From an optimization exercise on the open Yosys and OpenROAD flow, aimed at small area and few clock cycles per item; shortcuts taken in it are not production practice. In this exercise RTL edits were held to simulation tests only and were not proved equivalent to the original. Power figures rest on the tool's default switching activity, not on a simulated workload.

## flow/run.sh

```bash
#!/bin/bash
# synth_recipe.tcl (not shown) runs the flow's synth.tcl, then flattens the netlist and writes it again
# the make line also repeats each setting of config.mk as NAME=value (left out here)
make -C /OpenROAD-flow-scripts/flow DESIGN_CONFIG=/design/flow/config.mk WORK_HOME=/design/flow/orfs CLKGATE_MAP_FILE= SYNTH_SCRIPT=/design/flow/synth_recipe.tcl finish
```

## flow/config.mk

```make
export PLATFORM = sky130hd
export DESIGN_NAME = double_ended_queue
export DESIGN_NICKNAME = double_ended_queue
export VERILOG_FILES = /design/flow/design.v
export SDC_FILE = /design/flow/constraint.sdc
export NUM_CORES = 4
export LEC_CHECK = 0
export CAP_MARGIN = 20
export CORE_MARGIN = 2
export CORE_UTILIZATION = 45
export SLEW_MARGIN = 20
```

## flow/constraint.sdc

```tcl
create_clock -name core_clock -period 5.0 [get_ports {clock}]
set_input_delay 1.0000 -clock core_clock [delete_from_list [all_inputs] [get_ports {clock}]]
set_output_delay 1.0000 -clock core_clock [all_outputs]
set_load 0.01 [all_outputs]
```

## flow/design.v

```verilog
`default_nettype none
package deq_pkg;
   localparam int WORD_W   = 64;
   localparam int FUNC_W   = 3;
   localparam int STATUS_W = 2;
   typedef enum logic [FUNC_W-1:0] {
      FUNC_PUSH_BACK  = 3'd0,
      FUNC_PUSH_FRONT = 3'd1,
      FUNC_POP_FRONT  = 3'd2,
      FUNC_POP_BACK   = 3'd3,
      FUNC_REVERSE    = 3'd4,
      FUNC_QUERY      = 3'd5
   } func_type;
   typedef enum logic [STATUS_W-1:0] {
      STATUS_OK    = 2'd0,
      STATUS_EMPTY = 2'd1,
      STATUS_FULL  = 2'd2
   } status_type;
endpackage : deq_pkg
`default_nettype wire
`default_nettype none
import deq_pkg::*;
module double_ended_queue
#(
   parameter int DEPTH = 16
) (
   input  wire                          clock,
   input  wire                          reset,
   input  wire                          start,
   output logic                         busy,
   input  wire  [FUNC_W-1:0]            req_func,
   input  wire  [WORD_W-1:0]            req_value,
   output logic                         rsp_valid,
   output logic [STATUS_W-1:0]          rsp_status,
   output logic [WORD_W-1:0]            rsp_front_value,
   output logic [WORD_W-1:0]            rsp_back_value,
   output logic [$clog2(DEPTH+1)-1:0]   rsp_count,
   output logic                         rsp_is_empty
);
   localparam int RING  = DEPTH - 2;           
   localparam int IDX_W = $clog2(RING);
   localparam int CNT_W = $clog2(DEPTH + 1);
   function automatic logic [IDX_W-1:0] ring_step(input logic [IDX_W-1:0] i,
                                                  input logic up);
      if (up) ring_step = (i == IDX_W'(RING - 1)) ? '0 : IDX_W'(i + 1'b1);
      else    ring_step = (i == '0) ? IDX_W'(RING - 1) : IDX_W'(i - 1'b1);
   endfunction
   logic [WORD_W-1:0]    front_ff, back_ff;
   logic [IDX_W-1:0]     rf_ff, rf_in;      
   logic [IDX_W-1:0]     rb_ff, rb_in;      
   logic [CNT_W-1:0]     count_ff, count_in;
   logic                 rev_ff, rev_in;    
   logic [WORD_W-1:0]    ring_mem [RING];
   logic                 wr_en;
   logic [IDX_W-1:0]     wr_addr;
   logic [WORD_W-1:0]    wr_data;
   logic                 rd_en;
   logic [IDX_W-1:0]     rd_addr;
   logic [WORD_W-1:0]    rd_data;
   logic                 rsp_valid_ff;
   deq_pkg::status_type  status_ff, status_in;
   logic [1:0]           front_src, back_src;
   logic                 take;
   logic                 is_empty, is_one, is_two, is_full;
   logic [IDX_W-1:0]     f_out, f_inw, b_out, b_inw;
   assign busy = 1'b0;
   assign take = start & ~reset;
   assign is_empty = (count_ff == CNT_W'(0));
   assign is_one   = (count_ff == CNT_W'(1));
   assign is_two   = (count_ff == CNT_W'(2));
   assign is_full  = (count_ff == CNT_W'(DEPTH));
   assign f_out    = ring_step(rf_ff,  rev_ff);
   assign f_inw    = ring_step(rf_ff, ~rev_ff);
   assign b_out    = ring_step(rb_ff, ~rev_ff);
   assign b_inw    = ring_step(rb_ff,  rev_ff);
   always_comb begin
      rf_in     = rf_ff;
      rb_in     = rb_ff;
      count_in  = count_ff;
      rev_in    = rev_ff;
      status_in = STATUS_OK;
      front_src = 2'd0;
      back_src  = 2'd0;
      wr_en     = 1'b0;
      wr_addr   = req_func[0] ? f_out : b_out;
      wr_data   = req_func[0] ? front_ff : back_ff;
      rd_en     = 1'b0;
      rd_addr   = req_func[0] ? rb_ff : rf_ff;
      case (req_func)
         FUNC_PUSH_BACK, FUNC_PUSH_FRONT: begin
            if (is_full) begin
               status_in = STATUS_FULL;
            end else begin
               count_in = CNT_W'(count_ff + 1'b1);
               wr_en    = ~is_empty & ~is_one;
               if (req_func[0]) begin
                  front_src = 2'd1;
                  if (is_empty) back_src = 2'd1;
                  if (wr_en) rf_in = f_out;
               end else begin
                  back_src = 2'd1;
                  if (is_empty) front_src = 2'd1;
                  if (wr_en) rb_in = b_out;
               end
            end
         end
         FUNC_POP_FRONT, FUNC_POP_BACK: begin
            if (is_empty) begin
               status_in = STATUS_EMPTY;
            end else begin
               count_in = CNT_W'(count_ff - 1'b1);
               rd_en    = ~is_one & ~is_two;
               if (req_func[0]) begin
                  back_src = is_two ? 2'd2 : 2'd3;
                  if (is_one) front_src = 2'd3;
                  if (rd_en) rb_in = b_inw;
               end else begin
                  front_src = is_two ? 2'd2 : 2'd3;
                  if (is_one) back_src = 2'd3;
                  if (rd_en) rf_in = f_inw;
               end
            end
         end
         FUNC_REVERSE: begin
            if (is_empty) begin
               status_in = STATUS_EMPTY;
            end else begin
               rev_in    = ~rev_ff;
               rf_in     = rb_ff;
               rb_in     = rf_ff;
               front_src = 2'd2;
               back_src  = 2'd2;
            end
         end
         default: begin
         end
      endcase
      if (!take) begin
         front_src = 2'd0;
         back_src  = 2'd0;
         wr_en     = 1'b0;
         rd_en     = 1'b0;
      end
      if (reset) begin
         front_src = 2'd3;
         back_src  = 2'd3;
      end
   end
   always_comb begin
      rd_data = '0;
      for (int i = 0; i < RING; i++) begin
         rd_data = rd_data | ({WORD_W{rd_en && rd_addr == IDX_W'(i)}} & ring_mem[i]);
      end
   end
   always_ff @(posedge clock) begin
      if (reset) begin
         rf_ff        <= '0;
         rb_ff        <= IDX_W'(RING - 1);
         count_ff     <= '0;
         rev_ff       <= 1'b0;
         rsp_valid_ff <= 1'b0;
      end else begin
         rsp_valid_ff <= take;
         if (take) begin
            rf_ff    <= rf_in;
            rb_ff    <= rb_in;
            count_ff <= count_in;
            rev_ff   <= rev_in;
         end
      end
      if (take) status_ff <= status_in;
      case (front_src)
         2'd1:    front_ff <= req_value;
         2'd2:    front_ff <= back_ff;
         2'd3:    front_ff <= rd_data;
         default: ;
      endcase
      case (back_src)
         2'd1:    back_ff <= req_value;
         2'd2:    back_ff <= front_ff;
         2'd3:    back_ff <= rd_data;
         default: ;
      endcase
   end
   always_ff @(posedge clock) begin
      if (wr_en) ring_mem[wr_addr] <= wr_data;
   end
   assign rsp_valid       = rsp_valid_ff;
   assign rsp_status      = status_ff;
   assign rsp_front_value = front_ff;
   assign rsp_back_value  = back_ff;
   assign rsp_count       = count_ff;
   assign rsp_is_empty    = is_empty;
endmodule
`default_nettype wire
```

==> impl_metrics.yaml, run 1 <==
grt:
  antenna_found_initial: 1
  grt_usage_pct: 26.1
  grt_max_degree: 129
  grt_pass1_wl_um: 181000
  overflow: 0
  grt_pass1_vias: 26200
sta:
  rsz0062_at_grt: "no"
  fmax_mhz: 250
  relSlewSlack_pct: 26.8
  finalSetupViolations: 0
  period_needed_ns: 4.00
  setup_ws_ns: 0.996
  tightest_slew_ns: 1.10
  slew_violations: 0
  fin_crit_sh_pct: 80.1
  final_hold_viol_count: 0
  clock_skew_ns: 0.0267
  tns_ns: 0
power:
  ir_drop_mv: 0.328
  p_per_area_mw_per_mm2: 378
  power_leakage_nw: 15.8
worst_setup_path:
  cpMaxStageDelayCell: "dfxtp_1"
  worstSetupPathType: "flop to flop"
  cpMostUsedCell: "o21ai_0"
  critPathArrivalTime_ns: 4.34
  worst-path-stages: 8
  worstSetupEndpointType: "flop"
  start_kind: "flop"
  crit_buf_inv: 1
  cp_top_family: "simple AND/OR/NAND/NOR gates"
  r2r-end: "ring_mem[0][5]"
  cpPeakStageDelay_ns: 0.78
  required_ns: 5.33
  ff2ff_path_depth: 8
  cp_max_fo: 24
  crit_end: "ring_mem[0][5]"
  reg2reg_slack_ns: 1.0
  cp-startpoint: "rb_ff[0]"
  crit_path_cell_trace: "nor2b_1 -> o21ai_0 -> a32oi_1 -> o21ai_0 -> mux2i_1 -> nand2_1 -> nor2_4 -> buf_4"
  r2r_start: "rb_ff[0]"
synthesis:
  synth_ff_type: "edfxtp_1"
  ys_seq_area_share_pct: 74.6
  ys_warn_count: 1
  synth_cell_types: 68
  synthCells: 2628
  synth_nets: 2703
  synth_edf_count: 1026
  avgSynthCellArea_sq_um: 15.9
  syn_area_sq_mm: 0.0417
  ys_ff_latch: 1041
  ys_async_sr_fraction_pct: 0
hold_path:
  holdCritPathClass: "flop to flop"
clocking:
  tritoncts: "done"
  cts_root_buf: "clkbuf_16"
  post_cts_buffers: 0
  cts_num_sinks: 1041
  clock_latency_ns: 0.68
  cts_made_buffers: 105
  clockBufferDepth: 3
  htreeDepth: 3
  ctsResizeCount: 0
  cts-hold-fix-buffers: 0
  cts.clk_slew.worst_paths_ns: 0.07
floorplan:
  core_area_sq_mm: 0.0918
  die_x_um: 308
  pin_count: 208
  die_area_sq_mm: 0.0951
  fp-row-count: 111
  start_util_pct: 45.4
  fp.dieH_um: 308
place:
  placed_area_sq_mm: 0.0456
  post-place-ws_ns: 0.549
  io_buffers: 206
  dp_hpwl_um: 67900
  place_inst: 3972
  gp_congestion: 0.794
drt:
  firstDrtPassIters: 6
  drc: 0
  avgViaCountPerCell: 6.35
  drt-initial-drc-count: 3805
  final_antenna_net_count: 0
  avgRoutedWirePerCell_um: 30.2
  via_count: 26400
  drt_wl_total_um: 126000
status:
  status: "finished clean"
final_layout:
  stdcell_area_sq_mm: 0.0490
  layout-drive-gt1-share_pct: 12.8
  layout_common_cells: "edfxtp_1 (1026), a22oi_1 (364), clkdlybuf4s50_1 (204)"
  layout_commonest_cell: "edfxtp_1"
  area_delta_synth_final_pct: 17.5
  nets: 2911
  layout.cells.non_filler: 4161
job:
  maxCapViolCount: 0
layer usage:
| layer | global-route usage, % | wire length [um] | vias up |
|---|---|---|---|
| li1 | - | - | 11100 |
| met1 | 37.6 | 52400 | 13700 |
| met2 | 41.3 | 58500 | 1464 |
| met3 | 5.01 | 12500 | 173 |
| met4 | 6.07 | 2180 | 0 |
| met5 | 0 | 0 | - |
cell usage after synthesis (13+ instances only):
master | number | area, sq um
nand4_1 | 35 | 219
dfxtp_1 | 15 | 300
a22o_1 | 98 | 858
o2bb2ai_1 | 53 | 464
buf_6 | 16 | 180
o22ai_1 | 22 | 138
buf_2 | 86 | 430
and4_1 | 14 | 123
a221oi_2 | 14 | 210
nand3_1 | 45 | 225
and2_1 | 13 | 81.3
a31oi_1 | 67 | 419
buf_1 | 14 | 52.6
nand2_1 | 189 | 709
o21ai_0 | 71 | 355
mux2_2 | 65 | 732
or3_1 | 22 | 138
clkbuf_1 | 72 | 270
edfxtp_1 | 1026 | 30800
a221oi_1 | 35 | 307
nor2b_1 | 74 | 463
nor2_1 | 43 | 161
and3_1 | 22 | 138
a22oi_1 | 364 | 2730
worst min-delay path, cell delays in order, from the launching register on:
cell and delay (ns):
dfxtp_1 0.39, o21ai_0 0.11, a21oi_1 0.07
sequential cells by signal, summed over array words and instances, names as in the netlist:
signal	count
back_ff	64
count_ff	5
front_ff	64
rb_ff	4
rev_ff	1
rf_ff	4
ring_mem	896
rsp_valid_ff	1
status_ff	2
how the worst min path moves through the flow:
| stage | from | end | slack, ns | cells past startpoint |
|---|---|---|---|---|
| after floorplan | count_ff[2] | count_ff[2] | 0.59 | 2 |
| after global placement | count_ff[2] | count_ff[2] | 0.59 | 2 |
| after detailed placement | count_ff[2] | count_ff[2] | 0.61 | 2 |
| after CTS | count_ff[2] | count_ff[2] | 0.62 | 2 |
| after global routing | count_ff[2] | count_ff[2] | 0.66 | 2 |
| final | count_ff[2] | count_ff[2] | 0.62 | 2 |
kinds of logic after synthesis:
kind of cell	after synthesis	synth area share [%]
AO/OA/AOI/OAI	783	14.3
XOR/XNOR	7	0.147
adder cells (fa/ha/maj)	5	0.150
buffers and inverters	211	2.56
flip-flops	1041	74.6
multiplexers	71	1.90
other	1	0.00900
AND/OR/NAND/NOR	509	6.35
layout make-up:
cell class              instances  area (sq um)
fillers                      7286         42800
flip-flops and latches       1041         31100
multi-input cells            1376          9710
repair buffers                301          3220
clock buffers                 132          2790
well taps                    1243          1560
clock inverters                56           537
inverters                      11          42.5
diodes                          1          2.50
power breakdown:
group          internal, mW  switching [mW]
clock                  4.37            3.29
sequential             9.80          0.0971
combinational         0.355           0.583
total                  14.5            3.97
through the flow:
step / hold WS [ns] / power, mW / utilization [%]
final: 0.618 / 18.5 / 53.3
after global routing: 0.662 / 19.0 / 53.3
after CTS: 0.615 / 18.6 / 53.3
after detailed placement: 0.606 / 11.0 / 49.7
after global placement: 0.593 / 11.0 / 49.7
after floorplan: 0.592 / 10.5 / -
Testbench counts, summed over its fixed seeds: cycles 24,000, items 24,000.
==> run 2, diff against run 1 <==
==> flow/flow/run.sh (new file) <==
#!/bin/bash
# Standard layout with three changes: ports get the smallest buffer, the
# clock tree uses clkbuf_8 buffers and CTS adds no dummy loads.
set -euo pipefail
export BUFFER_PORTS_ARGS="-buffer_cell sky130_fd_sc_hd__buf_1"
export CTS_ARGS="-sink_clustering_enable -repair_clock_nets -dont_use_dummy_load -buf_list sky130_fd_sc_hd__clkbuf_8"
bash standard.sh > standard.log 2>&1
==> flow/standard.sh (new file) <==
#!/bin/bash
# synth_recipe.tcl (not shown) runs the flow's synth.tcl, then flattens the netlist and writes it again
# the make line also repeats each setting of config.mk as NAME=value (left out here)
make -C /OpenROAD-flow-scripts/flow DESIGN_CONFIG=/design/flow/config.mk WORK_HOME=/design/flow/orfs CLKGATE_MAP_FILE= SYNTH_SCRIPT=/design/flow/synth_recipe.tcl "${@:-finish}"
removed: flow/run.sh
==> impl_metrics.yaml, run 2 <==
clocking:
  cts-hold-fix-buffers: 0
  cts_num_sinks: 1041
  clockBufferDepth: 3
  cts_made_buffers: 167
  cts.clk_slew.worst_paths_ns: 0.05
  post_cts_buffers: 0
  cts_root_buf: "clkbuf_8"
  ctsResizeCount: 0
  tritoncts: "done"
  clock_latency_ns: 0.81
  htreeDepth: 4
synthesis:
  syn_area_sq_mm: 0.0417
  ys_top_cells_by_count: "edfxtp_1 (1026), a22oi_1 (364), nand2_1 (189)"
  avgSynthCellArea_sq_um: 15.9
  ys_async_sr_fraction_pct: 0
  ys_warn_count: 1
  synth_cell_types: 68
  synth_ff_type: "edfxtp_1"
  synth_top_area_share_pct: 73.9
  synthCells: 2628
  ys_seq_area_share_pct: 74.6
  ys_ff_latch: 1041
  synth_nets: 2703
  yosys-top-cells-area: "edfxtp_1 (74%), a22oi_1 (6.6%), a22o_1 (2.1%)"
  synth_edf_count: 1026
  yosysTopAreaCell: "edfxtp_1"
  synthMostInstantiatedCell: "edfxtp_1"
hold_path:
  hp-start: "reset"
  whs_path_depth: 2
  hold_path_end: "rf_ff[0]"
  holdCritPathClass: "input pin to flop"
power:
  power_leakage_nw: 14.8
  combPwrFrac_pct: 4.8
  power_switching_mw: 3.60
  p_seq_share_pct: 59.8
  ir_drop_mv: 0.264
  p_per_area_mw_per_mm2: 355
  p_sw_share_pct: 21.7
  intPower_mw: 13.0
  p_clk_share_pct: 35.3
worst_setup_path:
  r2r-end: "ring_mem[8][32]"
  critPathArrivalTime_ns: 4.39
  cp_max_fo: 26
  r2r_start: "rev_ff"
  reg2reg_slack_ns: 1.06
  required_ns: 5.45
  ff2ff_path_depth: 8
  worstSetupEndpointType: "flop"
  worstSetupPathType: "flop to flop"
  start_kind: "flop"
floorplan:
  core_area_sq_mm: 0.0918
  start_util_pct: 45.4
  fp.dieH_um: 308
  die_area_sq_mm: 0.0951
  fp-row-count: 111
  pin_count: 208
  die_x_um: 308
drt:
  drt_wl_total_um: 123000
  avgViaCountPerCell: 6.39
  final_antenna_net_count: 0
  drc: 0
  via_count: 26400
  avgRoutedWirePerCell_um: 29.6
  firstDrtPassIters: 6
  drt-initial-drc-count: 3522
final_layout:
  largestRegisters: "ring_mem x896, back_ff x64, front_ff x64"
  nets: 2965
  fill_cells: 7534
  area_delta_synth_final_pct: 11.9
  layout_common_cells: "edfxtp_1 (1026), a22oi_1 (364), buf_1 (204)"
  largest-register: "ring_mem"
  layout-drive-gt1-share_pct: 13.3
  utilization_pct: 50.8
  largest_reg_flops: 896
  layout_commonest_cell: "edfxtp_1"
grt:
  grt_max_degree: 129
  grt_pass1_vias: 26100
  grt_pass1_wl_um: 176000
  overflow: 0
  grt_usage_pct: 25.5
  antenna_found_initial: 2
sta:
  clock_skew_ns: 0.0678
  fmax_mhz: 254
  slew_violations: 0
  rsz0062_at_grt: "no"
  setup_ws_ns: 1.06
  period_needed_ns: 3.94
  relSlewSlack_pct: 28.6
  fin_crit_sh_pct: 78.8
  tightest_slew_ns: 1.07
  final_hold_viol_count: 0
  finalSetupViolations: 0
job:
  maxCapViolCount: 0
place:
  io_buffers: 206
  gp_congestion: 0.791
  dp_hpwl_um: 65000
  post-place-ws_ns: 0.927
status:
  status: "finished clean"
## run 2: cell count changes in the layout (fill, tap and decap cells not counted), moves of 12 or more
cell             change
clkinv_1            -16
buf_4               -12
clkinv_2            -18
buf_1              +204
clkbuf_1            -24
clkbuf_8           +167
clkbuf_16          -108
clkdlybuf4s50_1    -204
## run 2: worst max-delay path by stage
stage	from	to	slack [ns]	cells past startpoint
after floorplan	req_func[0]	ring_mem[1][0]	-0.22	7
after global placement	req_func[0]	front_ff[52]	0.95	8
after detailed placement	req_func[0]	front_ff[43]	0.93	8
after CTS	rb_ff[0]	ring_mem[8][36]	1.07	8
after global routing	rb_ff[0]	ring_mem[8][44]	0.72	8
final	rev_ff	ring_mem[8][32]	1.06	8
## run 2: cells by family after synthesis
kind of cell	Yosys count	share of synthesized area (%)
flops	1041	74.6
other cells	1	0.00900
fa+ha+maj	5	0.150
simple gates	509	6.35
compound gates	783	14.3
mux	71	1.90
buf+inv	211	2.56
xor+xnor	7	0.147
## run 2: critical path, stage by stage (launching register included)
cell	delay [ns]
dfxtp_1	0.84
inv_1	0.32
nor4b_1	0.33
o21ai_0	0.11
o211ai_1	0.21
mux2i_1	0.31
nand2b_1	0.41
nor2_4	0.67
buf_12	0.31
## run 2: through the flow
stage                     hold WS (ns)  cells  setup TNS, ns  power (mW)  cell area, sq um
after floorplan                  0.592   2628         -95.55        10.5             41700
after global placement           0.593   3964              0        10.8             44300
after detailed placement         0.604   3964              0        10.9             44300
after CTS                        0.418   4131              0        16.6             46600
after global routing             0.452   4132              0        17.0             46600
final                            0.482   4133              0        16.6             46600
## run 2: cell type report
cell class	instances	area, sq um	share of cell area, %
Tap cell	1243	1560	3.33
Timing Repair Buffer	293	1910	4.09
Inverter	11	42.5	0.0912
Clock buffer	167	2300	4.93
Multi-Input combinational cell	1376	9720	20.8
Antenna cell	2	5.00	0.0107
Sequential cell	1041	31100	66.7
## run 2: power by group through the flow
stage / Combinational, mW / Clock (mW) / Sequential [mW]
3_5_place_dp: 0.786 / 0 / 10.1
2_1_floorplan: 0.431 / 0 / 10.1
6_report: 0.801 / 5.85 / 9.91
5_1_grt: 0.860 / 6.26 / 9.91
4_1_cts: 0.788 / 5.94 / 9.91
3_3_place_gp: 0.755 / 0 / 10.1
## run 2: routing by layer
layer | vias up | share of wire, % | global-route usage (%)
met2 | 1587 | 47 | 39.9
met5 | - | 0.0082 | 0
met4 | 2 | 2.2 | 7.62
met1 | 13500 | 42 | 36.3
met3 | 211 | 9.6 | 4.89
li1 | 11100 | - | -

[re-timing with driven ports]
No port has a modelled driver above. Below, the same layouts with a new extraction and two added sets of constraints. Step 1 (the two cells are an assumption about what drives the block):
set clk [get_ports {clock}]
set_driving_cell -lib_cell sky130_fd_sc_hd__clkbuf_16 $clk
set_driving_cell -lib_cell sky130_fd_sc_hd__buf_2 [delete_from_list [all_inputs] $clk]
Step 2 times the ports against the registers' clock, not the clock port: input delays grow and output delays shrink by t, the midpoint of the rising clock arrivals with the driver on. Slacks: ideal ports / drivers / drivers and shift; pairs: ideal ports / drivers.
run	shift t [ns]	slack for setup (ns)	hold slack, ns
run 1	0.732	0.996 / 0.996 / 0.494	0.618 / 0.618 / 0.618
run 2	0.848	1.058 / 1.058 / 0.798	0.482 / 0.438 / 0.614
After both steps setup and hold are still met in every run listed. The setup slack of run 1, which loses most, moves by 0.000 ns with the drivers and by -0.502 ns with both steps.
